This is an optimization exercise on Yosys and OpenROAD, whose aim is small area, a short achievable clock period and few clock cycles per item, not a production implementation.
Function was checked by simulation only, so behaviour that the tests miss may differ from the original.
Power and IR drop assume default switching activity.

==> module lru_page_order_queue, before the edit <==
module lru_page_order_queue (
  input  wire logic                          clk,
  input  wire logic                          rst,
  input  wire logic                          req_valid,
  output      logic                          req_ready,
  input  wire logic                          req_operation,
  input  wire logic [lpoq_pkg::PAGE_W-1:0]   req_page_number,
  input  wire logic [lpoq_pkg::PID_W-1:0]    req_process_id,
  output      logic                          rsp_valid,
  input  wire logic                          rsp_ready,
  output      logic                          rsp_evicted,
  output      logic [lpoq_pkg::PAGE_W-1:0]   rsp_evicted_page,
  output      logic [lpoq_pkg::PID_W-1:0]    rsp_evicted_pid,
  output      logic                          rsp_hit,
  input  wire logic                          cfg_write_en,
  input  wire logic [lpoq_pkg::CAP_W-1:0]    cfg_write_data
);
  localparam int N  = lpoq_pkg::DEPTH;
  localparam int KW = lpoq_pkg::KEY_W;
  localparam int RW = KW + 2;             
  logic [KW-1:0]              key_mem [N];
  logic [N-1:0]               valid;       
  logic [N-1:0]               older [N];   
  logic [N-1:0]               lru;         
  logic [lpoq_pkg::CAP_W-1:0] capacity;
  logic                       s2_v;
  logic                       s2_touch;
  logic [KW-1:0]              s2_key;
  logic [N-1:0]               s2_match;    
  logic [N-1:0]               s2_wlast;    
  logic                       s2_eqp;      
  logic [1:0]                 ocnt;
  logic                       rdy_q;       
  logic                       rv_q;        
  logic [RW-1:0]              ohead, otail;
  logic [KW-1:0] in_key;
  logic [N-1:0]  in_match;
  logic          in_eqp;
  logic          take;
  logic          proc;
  assign in_key = {req_page_number, req_process_id};
  always_comb begin
    for (int i = 0; i < N; i++) in_match[i] = (in_key == key_mem[i]);
  end
  assign in_eqp = (in_key == s2_key);
  assign proc      = s2_v && !ocnt[1];
  assign req_ready = rdy_q;    
  assign take      = req_valid && req_ready;
  logic [N-1:0] m_eff, cand, first, lru2, app, ins_slot, we, s;
  logic         evict, hit, adv;    
  logic [KW-1:0] ev_key;
  assign m_eff = (s2_match & ~s2_wlast) | (s2_wlast & {N{s2_eqp}});
  assign cand  = m_eff & valid;
  logic [N-1:0] ol [N];
  always_comb begin
    for (int i = 0; i < N; i++)
      for (int j = 0; j < N; j++)
        if (i < j)      ol[i][j] = older[i][j];
        else if (i > j) ol[i][j] = !older[j][i];
        else            ol[i][j] = 1'b1;
  end
  always_comb begin
    for (int i = 0; i < N; i++) begin
      first[i] = cand[i];
      for (int j = 0; j < N; j++)
        if (j != i && cand[j] && !ol[i][j]) first[i] = 1'b0;
    end
  end
  always_comb begin
    logic [N-1:0] rest;
    rest = valid & ~lru;
    for (int i = 0; i < N; i++) begin
      lru2[i] = rest[i];
      for (int j = 0; j < N; j++)
        if (j != i && rest[j] && !ol[i][j]) lru2[i] = 1'b0;
    end
  end
  logic [N-1:0] lim_oh, valid_nx;
  always_comb begin
    lim_oh = '0;
    if (capacity == '0)         lim_oh[0]   = 1'b1;
    else if (capacity >= 5'd16) lim_oh[N-1] = 1'b1;
    else                        lim_oh[capacity - 5'd1] = 1'b1;
  end
  assign valid_nx = (proc && !s2_touch && !evict) ? {valid[N-2:0], 1'b1} : valid;
  assign app      = valid ^ {valid[N-2:0], 1'b1};    
  assign ins_slot = evict ? lru : app;
  assign we       = (proc && !s2_touch) ? ins_slot : '0;
  assign s        = !proc ? '0 : s2_touch ? first : ins_slot;
  assign hit      = s2_touch && (|cand);
  assign adv      = s2_touch ? |(m_eff & lru) : evict;
  always_comb begin
    ev_key = '0;
    for (int i = 0; i < N; i++) if (lru[i]) ev_key = ev_key | key_mem[i];
    if (s2_touch || !evict) ev_key = '0;
  end
  logic [RW-1:0] rsp_new;
  assign rsp_new = {(!s2_touch && evict), ev_key, hit};
  logic       s2_v_nx;
  logic [1:0] ocnt_nx;
  assign s2_v_nx = take || (s2_v && !proc);
  always_comb begin
    ocnt_nx = ocnt;
    case (ocnt)
      2'd0: if (proc) ocnt_nx = 2'd1;
      2'd1: if (proc && !rsp_ready) ocnt_nx = 2'd2;
            else if (!proc && rsp_ready) ocnt_nx = 2'd0;
      default: if (rsp_ready) ocnt_nx = 2'd1;
    endcase
  end
  always_ff @(posedge clk) begin
    for (int i = 0; i < N; i++) if (we[i]) key_mem[i] <= s2_key;
    for (int i = 0; i < N; i++)
      for (int j = i + 1; j < N; j++)
        older[i][j] <= s[j] | (older[i][j] & !s[i]);
    if (proc) begin
      if (!valid[0]) lru <= {{(N-1){1'b0}}, 1'b1};    
      else if (adv && valid[1]) lru <= lru2;          
    end
    if (take) begin
      s2_touch <= req_operation;
      s2_key   <= in_key;
      s2_match <= in_match;
      s2_wlast <= we;
      s2_eqp   <= in_eqp;
    end
  end
  always_ff @(posedge clk) begin
    if (rst) begin
      valid    <= '0;
      evict    <= 1'b0;
      capacity <= lpoq_pkg::CAP_RESET;
      s2_v     <= 1'b0;
      ocnt     <= 2'd0;
      rdy_q    <= 1'b1;
      rv_q     <= 1'b0;
    end else begin
      if (cfg_write_en) capacity <= cfg_write_data;
      valid <= valid_nx;
      evict <= |(valid_nx & lim_oh);
      s2_v  <= s2_v_nx;
      ocnt  <= ocnt_nx;
      rdy_q <= !(s2_v_nx && ocnt_nx[1]);
      rv_q  <= (ocnt_nx != 2'd0);
    end
  end
  always_ff @(posedge clk) begin
    case (ocnt)
      2'd0: if (proc) ohead <= rsp_new;
      2'd1: begin
        if (proc && rsp_ready) ohead <= rsp_new;
        if (proc && !rsp_ready) otail <= rsp_new;
      end
      default: if (rsp_ready) ohead <= otail;
    endcase
  end
  assign rsp_valid        = rv_q;    
  assign rsp_evicted      = ohead[RW-1];
  assign rsp_evicted_page = ohead[RW-2 -: lpoq_pkg::PAGE_W];
  assign rsp_evicted_pid  = ohead[lpoq_pkg::PID_W:1];
  assign rsp_hit          = ohead[0];
endmodule
export LEC_CHECK = 0
export ABC_CLOCK_PERIOD_IN_PS = 2000
export CAP_MARGIN = 20
export CORE_MARGIN = 2
export CORE_UTILIZATION = 40
export SETUP_SLACK_MARGIN = 2.6
export SLEW_MARGIN = 20
export TNS_END_PERCENT = 100
create_clock -name core_clock -period 5.0 [get_ports {clk}]
run.sh (not shown) runs the stock make flow with config.mk's settings and CLKGATE_MAP_FILE= SYNTH_SCRIPT=/design/flow/synth_recipe.tcl, a recipe that flattens the netlist after the stock synthesis.
Testbench counts at the start, summed over its fixed seeds: cycles 3,216, items 3,200.
Then changed:
--- a/flow/design.v
+++ b/flow/design.v
@@ -84,8 +84,6 @@
   logic [N-1:0]               s2_wlast;    
   logic                       s2_eqp;      
-  logic [1:0]                 ocnt;
-  logic                       rdy_q;       
   logic                       rv_q;        
-  logic [RW-1:0]              ohead, otail;
+  logic [RW-1:0]              ohead;
   logic [KW-1:0] in_key;
   logic [N-1:0]  in_match;
@@ -98,6 +96,6 @@
   end
   assign in_eqp = (in_key == s2_key);
-  assign proc      = s2_v && !ocnt[1];
-  assign req_ready = rdy_q;    
+  assign proc      = s2_v && (!rv_q || rsp_ready);
+  assign req_ready = !s2_v || !rv_q || rsp_ready;
   assign take      = req_valid && req_ready;
   logic [N-1:0] m_eff, cand, first, lru2, app, ins_slot, we, s;
@@ -151,16 +149,6 @@
   logic [RW-1:0] rsp_new;
   assign rsp_new = {(!s2_touch && evict), ev_key, hit};
-  logic       s2_v_nx;
-  logic [1:0] ocnt_nx;
+  logic s2_v_nx;
   assign s2_v_nx = take || (s2_v && !proc);
-  always_comb begin
-    ocnt_nx = ocnt;
-    case (ocnt)
-      2'd0: if (proc) ocnt_nx = 2'd1;
-      2'd1: if (proc && !rsp_ready) ocnt_nx = 2'd2;
-            else if (!proc && rsp_ready) ocnt_nx = 2'd0;
-      default: if (rsp_ready) ocnt_nx = 2'd1;
-    endcase
-  end
   always_ff @(posedge clk) begin
     for (int i = 0; i < N; i++) if (we[i]) key_mem[i] <= s2_key;
@@ -186,6 +174,4 @@
       capacity <= lpoq_pkg::CAP_RESET;
       s2_v     <= 1'b0;
-      ocnt     <= 2'd0;
-      rdy_q    <= 1'b1;
       rv_q     <= 1'b0;
     end else begin
@@ -194,20 +180,12 @@
       evict <= |(valid_nx & lim_oh);
       s2_v  <= s2_v_nx;
-      ocnt  <= ocnt_nx;
-      rdy_q <= !(s2_v_nx && ocnt_nx[1]);
-      rv_q  <= (ocnt_nx != 2'd0);
+      if (proc) rv_q <= 1'b1;
+      else if (rsp_ready) rv_q <= 1'b0;
     end
   end
   always_ff @(posedge clk) begin
-    case (ocnt)
-      2'd0: if (proc) ohead <= rsp_new;
-      2'd1: begin
-        if (proc && rsp_ready) ohead <= rsp_new;
-        if (proc && !rsp_ready) otail <= rsp_new;
-      end
-      default: if (rsp_ready) ohead <= otail;
-    endcase
+    if (proc) ohead <= rsp_new;
   end
-  assign rsp_valid        = rv_q;    
+  assign rsp_valid        = rv_q;
   assign rsp_evicted      = ohead[RW-1];
   assign rsp_evicted_page = ohead[RW-2 -: lpoq_pkg::PAGE_W];
Clock skew rose by 29 ps; final cell count goes down by 4.1%; flip-flop and latch count is lower by 53; global-route usage drops by 0.67 points; power falls by 5.8%; fmax increases by 4.4%; cell area went down by 4.0%; worst setup slack improved by 110 ps.
Testbench counts after the change, summed over its fixed seeds: cycles 3,216, items 3,200.

* * *

Setup of the reference run:
The RTL this note starts from:
==> flow/design.v <==
`default_nettype none
package lpoq_pkg;
  localparam int DEPTH  = 16;
  localparam int ADDR_W = (DEPTH > 1) ? $clog2(DEPTH) : 1;
  localparam int OCC_W  = $clog2(DEPTH + 1);
  localparam int PAGE_W = 32;
  localparam int PID_W  = 16;
  localparam int KEY_W  = PAGE_W + PID_W;
  localparam int CAP_W = 5;
  localparam logic [CAP_W-1:0] CAP_RESET = 5'd16;
  typedef enum logic {
    OP_INSERT = 1'b0,
    OP_TOUCH  = 1'b1
  } op_t;
  typedef struct packed {
    logic [PAGE_W-1:0] page;
    logic [PID_W-1:0]  pid;
  } key_t;
  typedef enum logic [6:0] {
    ST_IDLE   = 7'b0000001,
    ST_EV_RD  = 7'b0000010,
    ST_EV_CAP = 7'b0000100,
    ST_SEARCH = 7'b0001000,
    ST_SHIFT  = 7'b0010000,
    ST_APPEND = 7'b0100000,
    ST_DONE   = 7'b1000000
  } state_t;
endpackage
`default_nettype wire
`default_nettype none
module lpoq_ram #(
  parameter int WIDTH  = 48,
  parameter int DEPTH  = 16,
  parameter int ADDR_W = 4
) (
  input  wire logic              clk,
  input  wire logic              we,
  input  wire logic [ADDR_W-1:0] waddr,
  input  wire logic [WIDTH-1:0]  wdata,
  input  wire logic [ADDR_W-1:0] raddr,
  output logic      [WIDTH-1:0]  rdata
);
  logic [WIDTH-1:0] mem [DEPTH];
  always_ff @(posedge clk) begin
    if (we) begin
      mem[waddr] <= wdata;
    end
  end
  always_ff @(posedge clk) begin
    rdata <= mem[raddr];
  end
endmodule
`default_nettype wire
`default_nettype none
module lru_page_order_queue (
  input  wire logic                          clk,
  input  wire logic                          rst,
  input  wire logic                          req_valid,
  output      logic                          req_ready,
  input  wire logic                          req_operation,
  input  wire logic [lpoq_pkg::PAGE_W-1:0]   req_page_number,
  input  wire logic [lpoq_pkg::PID_W-1:0]    req_process_id,
  output      logic                          rsp_valid,
  input  wire logic                          rsp_ready,
  output      logic                          rsp_evicted,
  output      logic [lpoq_pkg::PAGE_W-1:0]   rsp_evicted_page,
  output      logic [lpoq_pkg::PID_W-1:0]    rsp_evicted_pid,
  output      logic                          rsp_hit,
  input  wire logic                          cfg_write_en,
  input  wire logic [lpoq_pkg::CAP_W-1:0]    cfg_write_data
);
  localparam int N  = lpoq_pkg::DEPTH;
  localparam int KW = lpoq_pkg::KEY_W;
  localparam int RW = KW + 2;             
  logic [KW-1:0]              key_mem [N];
  logic [N-1:0]               valid;       
  logic [N-1:0]               older [N];   
  logic [N-1:0]               lru;         
  logic [lpoq_pkg::CAP_W-1:0] capacity;
  logic                       s2_v;
  logic                       s2_touch;
  logic [KW-1:0]              s2_key;
  logic [N-1:0]               s2_match;    
  logic [N-1:0]               s2_wlast;    
  logic                       s2_eqp;      
  logic [1:0]                 ocnt;
  logic                       rdy_q;       
  logic                       rv_q;        
  logic [RW-1:0]              ohead, otail;
  logic [KW-1:0] in_key;
  logic [N-1:0]  in_match;
  logic          in_eqp;
  logic          take;
  logic          proc;
  assign in_key = {req_page_number, req_process_id};
  always_comb begin
    for (int i = 0; i < N; i++) in_match[i] = (in_key == key_mem[i]);
  end
  assign in_eqp = (in_key == s2_key);
  assign proc      = s2_v && !ocnt[1];
  assign req_ready = rdy_q;    
  assign take      = req_valid && req_ready;
  logic [N-1:0] m_eff, cand, first, lru2, app, ins_slot, we, s;
  logic         evict, hit, adv;    
  logic [KW-1:0] ev_key;
  assign m_eff = (s2_match & ~s2_wlast) | (s2_wlast & {N{s2_eqp}});
  assign cand  = m_eff & valid;
  logic [N-1:0] ol [N];
  always_comb begin
    for (int i = 0; i < N; i++)
      for (int j = 0; j < N; j++)
        if (i < j)      ol[i][j] = older[i][j];
        else if (i > j) ol[i][j] = !older[j][i];
        else            ol[i][j] = 1'b1;
  end
  always_comb begin
    for (int i = 0; i < N; i++) begin
      first[i] = cand[i];
      for (int j = 0; j < N; j++)
        if (j != i && cand[j] && !ol[i][j]) first[i] = 1'b0;
    end
  end
  always_comb begin
    logic [N-1:0] rest;
    rest = valid & ~lru;
    for (int i = 0; i < N; i++) begin
      lru2[i] = rest[i];
      for (int j = 0; j < N; j++)
        if (j != i && rest[j] && !ol[i][j]) lru2[i] = 1'b0;
    end
  end
  logic [N-1:0] lim_oh, valid_nx;
  always_comb begin
    lim_oh = '0;
    if (capacity == '0)         lim_oh[0]   = 1'b1;
    else if (capacity >= 5'd16) lim_oh[N-1] = 1'b1;
    else                        lim_oh[capacity - 5'd1] = 1'b1;
  end
  assign valid_nx = (proc && !s2_touch && !evict) ? {valid[N-2:0], 1'b1} : valid;
  assign app      = valid ^ {valid[N-2:0], 1'b1};    
  assign ins_slot = evict ? lru : app;
  assign we       = (proc && !s2_touch) ? ins_slot : '0;
  assign s        = !proc ? '0 : s2_touch ? first : ins_slot;
  assign hit      = s2_touch && (|cand);
  assign adv      = s2_touch ? |(m_eff & lru) : evict;
  always_comb begin
    ev_key = '0;
    for (int i = 0; i < N; i++) if (lru[i]) ev_key = ev_key | key_mem[i];
    if (s2_touch || !evict) ev_key = '0;
  end
  logic [RW-1:0] rsp_new;
  assign rsp_new = {(!s2_touch && evict), ev_key, hit};
  logic       s2_v_nx;
  logic [1:0] ocnt_nx;
  assign s2_v_nx = take || (s2_v && !proc);
  always_comb begin
    ocnt_nx = ocnt;
    case (ocnt)
      2'd0: if (proc) ocnt_nx = 2'd1;
      2'd1: if (proc && !rsp_ready) ocnt_nx = 2'd2;
            else if (!proc && rsp_ready) ocnt_nx = 2'd0;
      default: if (rsp_ready) ocnt_nx = 2'd1;
    endcase
  end
  always_ff @(posedge clk) begin
    for (int i = 0; i < N; i++) if (we[i]) key_mem[i] <= s2_key;
    for (int i = 0; i < N; i++)
      for (int j = i + 1; j < N; j++)
        older[i][j] <= s[j] | (older[i][j] & !s[i]);
    if (proc) begin
      if (!valid[0]) lru <= {{(N-1){1'b0}}, 1'b1};    
      else if (adv && valid[1]) lru <= lru2;          
    end
    if (take) begin
      s2_touch <= req_operation;
      s2_key   <= in_key;
      s2_match <= in_match;
      s2_wlast <= we;
      s2_eqp   <= in_eqp;
    end
  end
  always_ff @(posedge clk) begin
    if (rst) begin
      valid    <= '0;
      evict    <= 1'b0;
      capacity <= lpoq_pkg::CAP_RESET;
      s2_v     <= 1'b0;
      ocnt     <= 2'd0;
      rdy_q    <= 1'b1;
      rv_q     <= 1'b0;
    end else begin
      if (cfg_write_en) capacity <= cfg_write_data;
      valid <= valid_nx;
      evict <= |(valid_nx & lim_oh);
      s2_v  <= s2_v_nx;
      ocnt  <= ocnt_nx;
      rdy_q <= !(s2_v_nx && ocnt_nx[1]);
      rv_q  <= (ocnt_nx != 2'd0);
    end
  end
  always_ff @(posedge clk) begin
    case (ocnt)
      2'd0: if (proc) ohead <= rsp_new;
      2'd1: begin
        if (proc && rsp_ready) ohead <= rsp_new;
        if (proc && !rsp_ready) otail <= rsp_new;
      end
      default: if (rsp_ready) ohead <= otail;
    endcase
  end
  assign rsp_valid        = rv_q;    
  assign rsp_evicted      = ohead[RW-1];
  assign rsp_evicted_page = ohead[RW-2 -: lpoq_pkg::PAGE_W];
  assign rsp_evicted_pid  = ohead[lpoq_pkg::PID_W:1];
  assign rsp_hit          = ohead[0];
endmodule
`default_nettype wire
Settings: LEC_CHECK=0, ABC_CLOCK_PERIOD_IN_PS=2000, CAP_MARGIN=20, CORE_MARGIN=2, CORE_UTILIZATION=40, CTS_BUF_LIST=sky130_fd_sc_hd__clkbuf_8, SETUP_SLACK_MARGIN=2.6, SLEW_MARGIN=20, TNS_END_PERCENT=100; clock period 5.0 ns.
Testbench counts of the reference run, summed over its fixed seeds: cycles 3,216, items 3,200.
For the trial run, these inputs were changed with respect to the reference run:
==> flow/design.v, changed modules only <==
module lru_page_order_queue (
  input  wire logic                          clk,
  input  wire logic                          rst,
  input  wire logic                          req_valid,
  output      logic                          req_ready,
  input  wire logic                          req_operation,
  input  wire logic [lpoq_pkg::PAGE_W-1:0]   req_page_number,
  input  wire logic [lpoq_pkg::PID_W-1:0]    req_process_id,
  output      logic                          rsp_valid,
  input  wire logic                          rsp_ready,
  output      logic                          rsp_evicted,
  output      logic [lpoq_pkg::PAGE_W-1:0]   rsp_evicted_page,
  output      logic [lpoq_pkg::PID_W-1:0]    rsp_evicted_pid,
  output      logic                          rsp_hit,
  input  wire logic                          cfg_write_en,
  input  wire logic [lpoq_pkg::CAP_W-1:0]    cfg_write_data
);
  localparam int N  = lpoq_pkg::DEPTH;
  localparam int KW = lpoq_pkg::KEY_W;
  localparam int RW = KW + 2;             
  logic [KW-1:0]              key_mem [N];
  logic [N-1:0]               valid;       
  logic [N-1:0]               older [N];   
  logic [N-1:0]               lru;         
  logic [lpoq_pkg::CAP_W-1:0] capacity;
  logic                       s2_v;
  logic                       s2_touch;
  logic [KW-1:0]              s2_key;
  logic [N-1:0]               s2_match;    
  logic [N-1:0]               s2_wlast;    
  logic                       s2_eqp;      
  logic                       rv_q;        
  logic [RW-1:0]              ohead;
  logic [KW-1:0] in_key;
  logic [N-1:0]  in_match;
  logic          in_eqp;
  logic          take;
  logic          proc;
  assign in_key = {req_page_number, req_process_id};
  always_comb begin
    for (int i = 0; i < N; i++) in_match[i] = (in_key == key_mem[i]);
  end
  assign in_eqp = (in_key == s2_key);
  assign proc      = s2_v && (!rv_q || rsp_ready);
  assign req_ready = !s2_v || !rv_q || rsp_ready;
  assign take      = req_valid && req_ready;
  logic [N-1:0] m_eff, cand, first, lru2, app, ins_slot, we, s;
  logic         evict, hit, adv;    
  logic [KW-1:0] ev_key;
  assign m_eff = (s2_match & ~s2_wlast) | (s2_wlast & {N{s2_eqp}});
  assign cand  = m_eff & valid;
  logic [N-1:0] ol [N];
  always_comb begin
    for (int i = 0; i < N; i++)
      for (int j = 0; j < N; j++)
        if (i < j)      ol[i][j] = older[i][j];
        else if (i > j) ol[i][j] = !older[j][i];
        else            ol[i][j] = 1'b1;
  end
  always_comb begin
    for (int i = 0; i < N; i++) begin
      first[i] = cand[i];
      for (int j = 0; j < N; j++)
        if (j != i && cand[j] && !ol[i][j]) first[i] = 1'b0;
    end
  end
  always_comb begin
    logic [N-1:0] rest;
    rest = valid & ~lru;
    for (int i = 0; i < N; i++) begin
      lru2[i] = rest[i];
      for (int j = 0; j < N; j++)
        if (j != i && rest[j] && !ol[i][j]) lru2[i] = 1'b0;
    end
  end
  logic [N-1:0] lim_oh, valid_nx;
  always_comb begin
    lim_oh = '0;
    if (capacity == '0)         lim_oh[0]   = 1'b1;
    else if (capacity >= 5'd16) lim_oh[N-1] = 1'b1;
    else                        lim_oh[capacity - 5'd1] = 1'b1;
  end
  assign valid_nx = (proc && !s2_touch && !evict) ? {valid[N-2:0], 1'b1} : valid;
  assign app      = valid ^ {valid[N-2:0], 1'b1};    
  assign ins_slot = evict ? lru : app;
  assign we       = (proc && !s2_touch) ? ins_slot : '0;
  assign s        = !proc ? '0 : s2_touch ? first : ins_slot;
  assign hit      = s2_touch && (|cand);
  assign adv      = s2_touch ? |(m_eff & lru) : evict;
  always_comb begin
    ev_key = '0;
    for (int i = 0; i < N; i++) if (lru[i]) ev_key = ev_key | key_mem[i];
    if (s2_touch || !evict) ev_key = '0;
  end
  logic [RW-1:0] rsp_new;
  assign rsp_new = {(!s2_touch && evict), ev_key, hit};
  logic s2_v_nx;
  assign s2_v_nx = take || (s2_v && !proc);
  always_ff @(posedge clk) begin
    for (int i = 0; i < N; i++) if (we[i]) key_mem[i] <= s2_key;
    for (int i = 0; i < N; i++)
      for (int j = i + 1; j < N; j++)
        older[i][j] <= s[j] | (older[i][j] & !s[i]);
    if (proc) begin
      if (!valid[0]) lru <= {{(N-1){1'b0}}, 1'b1};    
      else if (adv && valid[1]) lru <= lru2;          
    end
    if (take) begin
      s2_touch <= req_operation;
      s2_key   <= in_key;
      s2_match <= in_match;
      s2_wlast <= we;
      s2_eqp   <= in_eqp;
    end
  end
  always_ff @(posedge clk) begin
    if (rst) begin
      valid    <= '0;
      evict    <= 1'b0;
      capacity <= lpoq_pkg::CAP_RESET;
      s2_v     <= 1'b0;
      rv_q     <= 1'b0;
    end else begin
      if (cfg_write_en) capacity <= cfg_write_data;
      valid <= valid_nx;
      evict <= |(valid_nx & lim_oh);
      s2_v  <= s2_v_nx;
      if (proc) rv_q <= 1'b1;
      else if (rsp_ready) rv_q <= 1'b0;
    end
  end
  always_ff @(posedge clk) begin
    if (proc) ohead <= rsp_new;
  end
  assign rsp_valid        = rv_q;
  assign rsp_evicted      = ohead[RW-1];
  assign rsp_evicted_page = ohead[RW-2 -: lpoq_pkg::PAGE_W];
  assign rsp_evicted_pid  = ohead[lpoq_pkg::PID_W:1];
  assign rsp_hit          = ohead[0];
endmodule
[summary]
From the reference run to the trial run the numbers moved as follows: internal power summed over all cells went down 1.3 mW, number of diodes added for antenna fixing grew by 14, layout inverter count without the clock tree now sits lower.
[compare] base=the reference run new=the trial run: sequential cell count decreased 4.8%; fraction of power consumed by the clock network went down by 2.2 points.
Any difference in clock latency at the later pin of the worst-skew pair between the reference run and the trial run is small enough to ignore.
Looking at setup slack, the trial run sits 0.017 ns lower than the reference run does.
Compared with the reference run, the trial run shows a hold slack that is 0.018 ns higher.
The run showing the greater total power is the reference run.
Testbench counts of the trial run, summed over its fixed seeds: cycles 3,216, items 3,200.

re-timing with driven ports:
In the flow no input, the clock included, has a driving cell. The finished layouts below were timed again as built, in two steps. Step 1 assumes that a clkbuf_16 drives the clock port and a buf_2 every other input. Step 2, shift: input delay + t, output delay - t, t = (earliest + latest rising clock arrival at the registers) / 2. This alone moves slack from input paths to output paths. Three values: ideal, step 1, step 2; two values: the first two.
run	shift t [ns]	setup slack, ns	hold slack, ns
the first run of note 1	0.873	2.298 / 2.338 / 1.464	0.542 / 0.542 / 0.542
the second run of note 1	0.857	2.413 / 2.413 / 1.682	0.546 / 0.546 / 0.546
the reference run	1.033	2.331 / 2.246 / 1.513	0.475 / 0.445 / 0.542
the trial run	1.014	2.314 / 2.314 / 1.509	0.494 / 0.443 / 0.552
After both steps every run listed still meets setup and hold. The setup slack of the first run of note 1, which loses most, moves by +0.040 ns with the drivers and by -0.834 ns with both steps.
